Context: an optimization exercise on an open-source flow, tuned for small area, a short achievable clock period and few clock cycles. The choices shown serve that exercise and are no tape-out recipe. Where RTL was checked, it was by simulation tests only, not by an equivalence proof against the original. Power is estimated from default activity; no workload was simulated.

==> flow/design.v <==
package ise_pkg;
   typedef struct packed {
      logic insert;    
      logic close;     
   } cell_ctrl_type;
   localparam logic [1:0] ST_EMPTY = 2'b00;
   localparam logic [1:0] ST_OPEN  = 2'b01;
endpackage
module ise_cell #(
   parameter int VALUE_WIDTH = 16,
   parameter bit INVERTED    = 1'b0    
) (
   input  logic                          clock,
   input  logic                          reset,
   input  ise_pkg::cell_ctrl_type        ctrl,
   input  logic signed [VALUE_WIDTH-1:0] new_value,
   input  logic                          new_par,
   input  logic                          new_c,
   input  logic signed [VALUE_WIDTH-1:0] next_value,
   input  logic signed [VALUE_WIDTH-1:0] right_value,    
   input  logic [1:0]                    right_state,
   input  logic                          right_c,
   input  logic                          right_stay,
   output logic signed [VALUE_WIDTH-1:0] value,          
   output logic [1:0]                    state,
   output logic                          c,
   output logic                          stay,
   output logic [1:0]                    state_next,
   output logic signed [VALUE_WIDTH-1:0] value_next       
);
   function automatic logic greater(input logic [VALUE_WIDTH-1:0] a, input logic [VALUE_WIDTH-1:0] b);
      logic [VALUE_WIDTH-1:0] g, e;    
      g = {~a[VALUE_WIDTH-1] & b[VALUE_WIDTH-1], a[VALUE_WIDTH-2:0] & ~b[VALUE_WIDTH-2:0]};
      e = {~a[VALUE_WIDTH-1] | b[VALUE_WIDTH-1], a[VALUE_WIDTH-2:0] | ~b[VALUE_WIDTH-2:0]};
      for (int w = 1; w < VALUE_WIDTH; w = w * 2) begin
         for (int k = 0; k + w < VALUE_WIDTH; k = k + 2 * w) begin
            g[k] = g[k + w] | (e[k + w] & g[k]);
            e[k] = e[k + w] & e[k];
         end
      end
      greater = g[0];
   endfunction
   logic signed [VALUE_WIDTH-1:0] value_ff, value_in;
   logic [1:0]                    state_ff, state_src, state_in;
   logic                          g_ff, g_in;
   logic take_self, take_new, take_right;
   assign stay  = state_ff == ise_pkg::ST_OPEN && (!ctrl.insert || g_ff);
   assign c     = greater(value_ff ^ {VALUE_WIDTH{INVERTED}}, next_value);
   assign value = value_ff;
   assign state = state_ff;
   assign state_next = state_in;
   assign value_next = value_in;
   assign take_self  = stay;
   assign take_new   = !stay && right_stay;
   assign take_right = !stay && !right_stay;
   always_comb begin
      value_in  = ({VALUE_WIDTH{take_self}}  & value_ff)
                | ({VALUE_WIDTH{take_new}}   & (new_value ^ {VALUE_WIDTH{INVERTED}}))
                | ({VALUE_WIDTH{take_right}} & ~right_value);
      state_src = ({2{take_self}}  & state_ff)
                | ({2{take_new}}   & (ctrl.insert ? ise_pkg::ST_OPEN : ise_pkg::ST_EMPTY))
                | ({2{take_right}} & right_state);
      g_in      = (take_self & c) | (take_new & new_c) | (take_right & right_c);
      state_in  = (ctrl.close && state_src == ise_pkg::ST_OPEN) ? {1'b1, new_par} : state_src;
   end
   always_ff @(posedge clock) begin
      value_ff <= value_in;
      g_ff     <= g_in;
      if (reset) begin
         state_ff <= ise_pkg::ST_EMPTY;
      end else begin
         state_ff <= state_in;
      end
   end
endmodule
module insertion_sort_engine #(
   parameter int DEPTH       = 32,
   parameter int VALUE_WIDTH = 16
) (
   input  logic                          clock,
   input  logic                          reset,
   input  logic                          start,
   output logic                          busy,
   input  logic signed [VALUE_WIDTH-1:0] req_value,
   input  logic                          req_last,
   output logic                          rsp_strobe,
   output logic signed [VALUE_WIDTH-1:0] rsp_value_res,
   output logic                          rsp_last_res,
   output logic                          rsp_dropped
);
   logic signed [VALUE_WIDTH-1:0] value_w [DEPTH];
   logic [1:0]                    state_w [DEPTH];
   logic [1:0]                    state_next_w [DEPTH];
   logic signed [VALUE_WIDTH-1:0] value_next_w [DEPTH];
   logic [DEPTH-1:0]              c_w;
   logic [DEPTH-1:0]              stay_w;
   logic                          nx_valid_ff;
   logic signed [VALUE_WIDTH-1:0] nx_value_ff;
   logic                          nx_last_ff;
   logic                          in_valid_ff;
   logic signed [VALUE_WIDTH-1:0] in_value_ff;
   logic          insert_ff;                 
   logic          close_ff;                  
   logic [5:0]    count_ff;                  
   logic          full;
   logic          full_next;
   logic          par_ff;                    
   logic          ovf_open_ff;               
   logic          ovf_head_ff;               
   logic          new_c_ff;                  
   logic          head_out_ff;               
   logic          head_last_ff;              
   logic signed [VALUE_WIDTH-1:0] head_value_ff;    
   ise_pkg::cell_ctrl_type ctrl;
   assign full      = count_ff == DEPTH;
   assign full_next = !ctrl.close && (full || (count_ff == DEPTH - 1 && ctrl.insert));
   assign ctrl.insert = insert_ff;
   assign ctrl.close  = close_ff;
   function automatic logic greater(input logic [VALUE_WIDTH-1:0] a, input logic [VALUE_WIDTH-1:0] b);
      logic [VALUE_WIDTH-1:0] g, e;
      g = {~a[VALUE_WIDTH-1] & b[VALUE_WIDTH-1], a[VALUE_WIDTH-2:0] & ~b[VALUE_WIDTH-2:0]};
      e = {~a[VALUE_WIDTH-1] | b[VALUE_WIDTH-1], a[VALUE_WIDTH-2:0] | ~b[VALUE_WIDTH-2:0]};
      for (int w = 1; w < VALUE_WIDTH; w = w * 2) begin
         for (int k = 0; k + w < VALUE_WIDTH; k = k + 2 * w) begin
            g[k] = g[k + w] | (e[k + w] & g[k]);
            e[k] = e[k + w] & e[k];
         end
      end
      greater = g[0];
   endfunction
   for (genvar i = 0; i < DEPTH; i++) begin : g_cell
      logic signed [VALUE_WIDTH-1:0] right_value;
      logic [1:0]                    right_state;
      logic                          right_c;
      logic                          right_stay;
      if (i == DEPTH - 1) begin : g_tail
         assign right_value = '0;    
         assign right_state = ise_pkg::ST_EMPTY;
         assign right_c     = 1'b0;
         assign right_stay  = 1'b1;
      end else begin : g_inner
         assign right_value = value_w[i+1];
         assign right_state = state_w[i+1];
         assign right_c     = c_w[i+1];
         assign right_stay  = stay_w[i+1];
      end
      ise_cell #(
         .VALUE_WIDTH (VALUE_WIDTH),
         .INVERTED    (i % 2 == 1)
      ) u_cell (
         .clock       (clock),
         .reset       (reset),
         .ctrl        (ctrl),
         .new_value   (in_value_ff),
         .new_par     (par_ff),
         .new_c       (new_c_ff),
         .next_value  (nx_value_ff),
         .right_value (right_value),
         .right_state (right_state),
         .right_c     (right_c),
         .right_stay  (right_stay),
         .value       (value_w[i]),
         .state       (state_w[i]),
         .c           (c_w[i]),
         .stay        (stay_w[i]),
         .state_next  (state_next_w[i]),
         .value_next  (value_next_w[i])
      );
   end
   always_ff @(posedge clock) begin
      nx_value_ff  <= req_value;
      nx_last_ff   <= req_last;
      in_value_ff  <= nx_value_ff;
      new_c_ff     <= greater(nx_value_ff, req_value);
      head_last_ff <= state_next_w[1] != state_next_w[0];
      if (reset) begin
         nx_valid_ff <= 1'b0;
         in_valid_ff <= 1'b0;
         insert_ff   <= 1'b0;
         close_ff    <= 1'b0;
         count_ff    <= '0;
         head_out_ff <= 1'b0;
         head_value_ff <= '0;
         par_ff      <= 1'b0;
         ovf_open_ff <= 1'b0;
         ovf_head_ff <= 1'b0;
      end else begin
         nx_valid_ff <= start;
         in_valid_ff <= nx_valid_ff;
         insert_ff   <= nx_valid_ff && !full_next;
         close_ff    <= nx_valid_ff && nx_last_ff;
         head_out_ff <= state_next_w[0][1];
         head_value_ff <= value_next_w[0];    
         if (ctrl.close) begin
            count_ff <= '0;
         end else if (ctrl.insert) begin
            count_ff <= count_ff + 1'b1;
         end
         if (ctrl.close) begin
            par_ff      <= !par_ff;
            ovf_open_ff <= 1'b0;
         end else if (in_valid_ff && full) begin
            ovf_open_ff <= 1'b1;
         end
         if (ctrl.close && (ovf_open_ff || full)) begin
            ovf_head_ff <= 1'b1;
         end else if (head_out_ff && head_last_ff) begin
            ovf_head_ff <= 1'b0;
         end
      end
   end
   assign busy          = 1'b0;
   assign rsp_strobe    = head_out_ff;
   assign rsp_value_res = head_value_ff;
   assign rsp_last_res  = head_last_ff;
   assign rsp_dropped   = ovf_head_ff;
endmodule
==> flow/config.mk <==
export PLATFORM = sky130hd
export DESIGN_NAME = insertion_sort_engine
export DESIGN_NICKNAME = insertion_sort_engine
export VERILOG_FILES = /design/flow/design.v
export SDC_FILE = /design/flow/constraint.sdc
export NUM_CORES = 4
export LEC_CHECK = 0
export ABC_AREA = 1
export CAP_MARGIN = 20
export CORE_MARGIN = 2
export CORE_UTILIZATION = 60
export CTS_BUF_LIST = sky130_fd_sc_hd__clkbuf_16
export CTS_CLUSTER_DIAMETER = 80
export CTS_CLUSTER_SIZE = 24
export SETUP_SLACK_MARGIN = 2.45
export SLEW_MARGIN = 20
==> flow/constraint.sdc <==
create_clock -name core_clock -period 4.5 [get_ports {clock}]
set_input_delay 0.9000 -clock core_clock [delete_from_list [all_inputs] [get_ports {clock}]]
set_output_delay 0.9000 -clock core_clock [all_outputs]
set_load 0.01 [all_outputs]
run.sh (not shown) runs the stock make flow with config.mk's settings and CLKGATE_MAP_FILE= SYNTH_SCRIPT=/design/flow/synth_recipe.tcl, a recipe that flattens the netlist after the stock synthesis.
The first run completed without violations.
Testbench counts at the start, summed over its fixed seeds: cycles 6,587.
Then changed:
--- a/flow/design.v
+++ b/flow/design.v
@@ -22,14 +22,13 @@
    input  logic                          right_c,
    input  logic                          right_stay,
    output logic signed [VALUE_WIDTH-1:0] value,          
    output logic [1:0]                    state,
    output logic                          c,
    output logic                          stay,
-   output logic [1:0]                    state_next,
-   output logic signed [VALUE_WIDTH-1:0] value_next       
+   output logic [1:0]                    state_next
 );
    function automatic logic greater(input logic [VALUE_WIDTH-1:0] a, input logic [VALUE_WIDTH-1:0] b);
       logic [VALUE_WIDTH-1:0] g, e;    
       g = {~a[VALUE_WIDTH-1] & b[VALUE_WIDTH-1], a[VALUE_WIDTH-2:0] & ~b[VALUE_WIDTH-2:0]};
       e = {~a[VALUE_WIDTH-1] | b[VALUE_WIDTH-1], a[VALUE_WIDTH-2:0] | ~b[VALUE_WIDTH-2:0]};
       for (int w = 1; w < VALUE_WIDTH; w = w * 2) begin
@@ -46,13 +45,12 @@
    logic take_self, take_new, take_right;
    assign stay  = state_ff == ise_pkg::ST_OPEN && (!ctrl.insert || g_ff);
    assign c     = greater(value_ff ^ {VALUE_WIDTH{INVERTED}}, next_value);
    assign value = value_ff;
    assign state = state_ff;
    assign state_next = state_in;
-   assign value_next = value_in;
    assign take_self  = stay;
    assign take_new   = !stay && right_stay;
    assign take_right = !stay && !right_stay;
    always_comb begin
       value_in  = ({VALUE_WIDTH{take_self}}  & value_ff)
                 | ({VALUE_WIDTH{take_new}}   & (new_value ^ {VALUE_WIDTH{INVERTED}}))
@@ -88,13 +86,12 @@
    output logic                          rsp_last_res,
    output logic                          rsp_dropped
 );
    logic signed [VALUE_WIDTH-1:0] value_w [DEPTH];
    logic [1:0]                    state_w [DEPTH];
    logic [1:0]                    state_next_w [DEPTH];
-   logic signed [VALUE_WIDTH-1:0] value_next_w [DEPTH];
    logic [DEPTH-1:0]              c_w;
    logic [DEPTH-1:0]              stay_w;
    logic                          nx_valid_ff;
    logic signed [VALUE_WIDTH-1:0] nx_value_ff;
    logic                          nx_last_ff;
    logic                          in_valid_ff;
@@ -107,13 +104,12 @@
    logic          par_ff;                    
    logic          ovf_open_ff;               
    logic          ovf_head_ff;               
    logic          new_c_ff;                  
    logic          head_out_ff;               
    logic          head_last_ff;              
-   logic signed [VALUE_WIDTH-1:0] head_value_ff;    
    ise_pkg::cell_ctrl_type ctrl;
    assign full      = count_ff == DEPTH;
    assign full_next = !ctrl.close && (full || (count_ff == DEPTH - 1 && ctrl.insert));
    assign ctrl.insert = insert_ff;
    assign ctrl.close  = close_ff;
    function automatic logic greater(input logic [VALUE_WIDTH-1:0] a, input logic [VALUE_WIDTH-1:0] b);
@@ -160,14 +156,13 @@
          .right_c     (right_c),
          .right_stay  (right_stay),
          .value       (value_w[i]),
          .state       (state_w[i]),
          .c           (c_w[i]),
          .stay        (stay_w[i]),
-         .state_next  (state_next_w[i]),
-         .value_next  (value_next_w[i])
+         .state_next  (state_next_w[i])
       );
    end
    always_ff @(posedge clock) begin
       nx_value_ff  <= req_value;
       nx_last_ff   <= req_last;
       in_value_ff  <= nx_value_ff;
@@ -177,23 +172,21 @@
          nx_valid_ff <= 1'b0;
          in_valid_ff <= 1'b0;
          insert_ff   <= 1'b0;
          close_ff    <= 1'b0;
          count_ff    <= '0;
          head_out_ff <= 1'b0;
-         head_value_ff <= '0;
          par_ff      <= 1'b0;
          ovf_open_ff <= 1'b0;
          ovf_head_ff <= 1'b0;
       end else begin
          nx_valid_ff <= start;
          in_valid_ff <= nx_valid_ff;
          insert_ff   <= nx_valid_ff && !full_next;
          close_ff    <= nx_valid_ff && nx_last_ff;
          head_out_ff <= state_next_w[0][1];
-         head_value_ff <= value_next_w[0];    
          if (ctrl.close) begin
             count_ff <= '0;
          end else if (ctrl.insert) begin
             count_ff <= count_ff + 1'b1;
          end
          if (ctrl.close) begin
@@ -208,10 +201,10 @@
             ovf_head_ff <= 1'b0;
          end
       end
    end
    assign busy          = 1'b0;
    assign rsp_strobe    = head_out_ff;
-   assign rsp_value_res = head_value_ff;
+   assign rsp_value_res = value_w[0];
    assign rsp_last_res  = head_last_ff;
    assign rsp_dropped   = ovf_head_ff;
 endmodule
Result:
- maximum frequency goes down by 0.48%
- worst setup slack is worse by 0.0098 ns
- power went down by 2.8%
- clock skew came out higher by 0.0053 ns
- wire length decreases by 6.0%
- die area is lower by 2.0%
- design area went down by 2.7%
Testbench counts after the change, summed over its fixed seeds: cycles 6,587.

* * *

Starts from the design.v that is shown in full above.
clock: 4.5 ns
lec_check: 0
abc_area: 1
cap_margin: 20
core_margin: 2
core_utilization: 60
cts_buf_list: sky130_fd_sc_hd__clkbuf_16
cts_cluster_diameter: 80
cts_cluster_size: 24
setup_slack_margin: 2.55
slew_margin: 20
The baseline finished with timing, DRC and antenna clean.
Testbench counts at the start, summed over its fixed seeds: cycles 6,587.
Rerun with:
--- a/flow/design.v
+++ b/flow/design.v
@@ -97,4 +97,5 @@
    logic                          nx_valid_ff;
    logic signed [VALUE_WIDTH-1:0] nx_value_ff;
+   logic signed [VALUE_WIDTH-1:0] nx_value_n_ff;    
    logic                          nx_last_ff;
    logic                          in_valid_ff;
@@ -155,5 +156,5 @@
          .new_par     (par_ff),
          .new_c       (new_c_ff),
-         .next_value  (nx_value_ff),
+         .next_value  (i < DEPTH / 2 ? nx_value_ff : ~nx_value_n_ff),
          .right_value (right_value),
          .right_state (right_state),
@@ -170,4 +171,5 @@
    always_ff @(posedge clock) begin
       nx_value_ff  <= req_value;
+      nx_value_n_ff <= ~req_value;
       nx_last_ff   <= req_last;
       in_value_ff  <= nx_value_ff;
Result: Fmax decreases by a few percent; cell count is higher slightly; power hardly moves; wire length went down slightly; register-to-register slack loses 110 ps.
Function not checked in the second run of this note: the RTL went through the layout flow alone.

* * *

Setup of before:
RTL: the design.v shown in full above, as it stands there.
export LEC_CHECK = 0
export ABC_AREA = 1
export CAP_MARGIN = 20
export CORE_MARGIN = 2
export CORE_UTILIZATION = 60
export CTS_BUF_LIST = sky130_fd_sc_hd__clkbuf_16
export CTS_CLUSTER_DIAMETER = 80
export CTS_CLUSTER_SIZE = 24
export SETUP_SLACK_MARGIN = 2.5
export SLEW_MARGIN = 20
create_clock -name core_clock -period 4.5 [get_ports {clock}]
Testbench counts of before, summed over its fixed seeds: cycles 6,587.
[inputs] after vs before
--- a/flow/design.v
+++ b/flow/design.v
@@ -92,30 +92,28 @@
    logic [1:0]                    state_w [DEPTH];
    logic [1:0]                    state_next_w [DEPTH];
    logic signed [VALUE_WIDTH-1:0] value_next_w [DEPTH];
    logic [DEPTH-1:0]              c_w;
    logic [DEPTH-1:0]              stay_w;
-   logic                          nx_valid_ff;
-   logic signed [VALUE_WIDTH-1:0] nx_value_ff;
-   logic                          nx_last_ff;
    logic                          in_valid_ff;
    logic signed [VALUE_WIDTH-1:0] in_value_ff;
    logic          insert_ff;                 
    logic          close_ff;                  
    logic [5:0]    count_ff;                  
    logic          full;
    logic          full_next;
    logic          par_ff;                    
    logic          ovf_open_ff;               
    logic          ovf_head_ff;               
-   logic          new_c_ff;                  
+   logic          new_c;                     
    logic          head_out_ff;               
    logic          head_last_ff;              
    logic signed [VALUE_WIDTH-1:0] head_value_ff;    
    ise_pkg::cell_ctrl_type ctrl;
    assign full      = count_ff == DEPTH;
    assign full_next = !ctrl.close && (full || (count_ff == DEPTH - 1 && ctrl.insert));
+   assign new_c = greater(in_value_ff, req_value);
    assign ctrl.insert = insert_ff;
    assign ctrl.close  = close_ff;
    function automatic logic greater(input logic [VALUE_WIDTH-1:0] a, input logic [VALUE_WIDTH-1:0] b);
       logic [VALUE_WIDTH-1:0] g, e;
       g = {~a[VALUE_WIDTH-1] & b[VALUE_WIDTH-1], a[VALUE_WIDTH-2:0] & ~b[VALUE_WIDTH-2:0]};
@@ -151,12 +149,12 @@
          .clock       (clock),
          .reset       (reset),
          .ctrl        (ctrl),
          .new_value   (in_value_ff),
          .new_par     (par_ff),
-         .new_c       (new_c_ff),
-         .next_value  (nx_value_ff),
+         .new_c       (new_c),
+         .next_value  (req_value),
          .right_value (right_value),
          .right_state (right_state),
          .right_c     (right_c),
          .right_stay  (right_stay),
          .value       (value_w[i]),
@@ -166,31 +164,26 @@
          .state_next  (state_next_w[i]),
          .value_next  (value_next_w[i])
       );
    end
    always_ff @(posedge clock) begin
-      nx_value_ff  <= req_value;
-      nx_last_ff   <= req_last;
-      in_value_ff  <= nx_value_ff;
-      new_c_ff     <= greater(nx_value_ff, req_value);
+      in_value_ff  <= req_value;
       head_last_ff <= state_next_w[1] != state_next_w[0];
       if (reset) begin
-         nx_valid_ff <= 1'b0;
          in_valid_ff <= 1'b0;
          insert_ff   <= 1'b0;
          close_ff    <= 1'b0;
          count_ff    <= '0;
          head_out_ff <= 1'b0;
          head_value_ff <= '0;
          par_ff      <= 1'b0;
          ovf_open_ff <= 1'b0;
          ovf_head_ff <= 1'b0;
       end else begin
-         nx_valid_ff <= start;
-         in_valid_ff <= nx_valid_ff;
-         insert_ff   <= nx_valid_ff && !full_next;
-         close_ff    <= nx_valid_ff && nx_last_ff;
+         in_valid_ff <= start;
+         insert_ff   <= start && !full_next;
+         close_ff    <= start && req_last;
          head_out_ff <= state_next_w[0][1];
          head_value_ff <= value_next_w[0];    
          if (ctrl.close) begin
             count_ff <= '0;
          end else if (ctrl.insert) begin
Lower delay contributed by the slowest stage of the critical path goes to before over after.
after gives more share of power burned in combinational logic than before did.
The slowest cell on the critical path comes out nor2_4 in one run and dfxtp_4 in the other, namely in after and before respectively.
after ended up with a higher count of cell instances traversed by the critical path than before did.
No stage failed in after, and the final checks on the layout all came back clean.
The run showing the smaller global-route met2 utilization is before.
Changes observed in after relative to before: achievable frequency has decreased; worst setup slack after placement moved down; actual slew at the worst max-slew pin fell by 0.28 ns.
For after, only the layout was checked, not whether the RTL still works.

## afterwards: timing with drivers on the ports
In the flow no input, the clock included, has a driving cell. The finished layouts below were timed again as built, in two steps. Step 1: set_driving_cell puts a clkbuf_16 on clock and a buf_2 on each other input, an assumption about the parent block. Step 2 adds t to the input delays and takes it off the output delays; t is the mean of the earliest and latest rising clock arrival at the registers after step 1. Input paths then give back, and output paths get back, about the clock's delay inside the block. a / b / c = ideal / step 1 / step 2; a / b = the first two.
run	t (ns)	setup WS [ns]	hold WS [ns]	worst register clock-pin slew, ns
the first run of note 1	0.669	2.464 / 2.399 / 1.968	0.430 / 0.430 / 0.430	0.10 / 0.10
the second run of note 1	0.663	2.454 / 2.387 / 1.929	0.472 / 0.472 / 0.472	0.10 / 0.10
the first run of note 2	0.663	2.489 / 2.425 / 2.036	0.429 / 0.429 / 0.429	0.10 / 0.10
the second run of note 2	0.671	2.394 / 2.359 / 1.835	0.373 / 0.373 / 0.373	0.10 / 0.10
before	0.662	2.489 / 2.425 / 2.035	0.429 / 0.429 / 0.429	0.10 / 0.10
after	0.671	2.467 / 2.416 / 1.940	0.463 / 0.436 / 0.463	0.11 / 0.11
After both steps setup and hold are still met in every run listed. The setup slack of the second run of note 2, which loses most, moves by -0.035 ns with the drivers and by -0.559 ns with both steps.
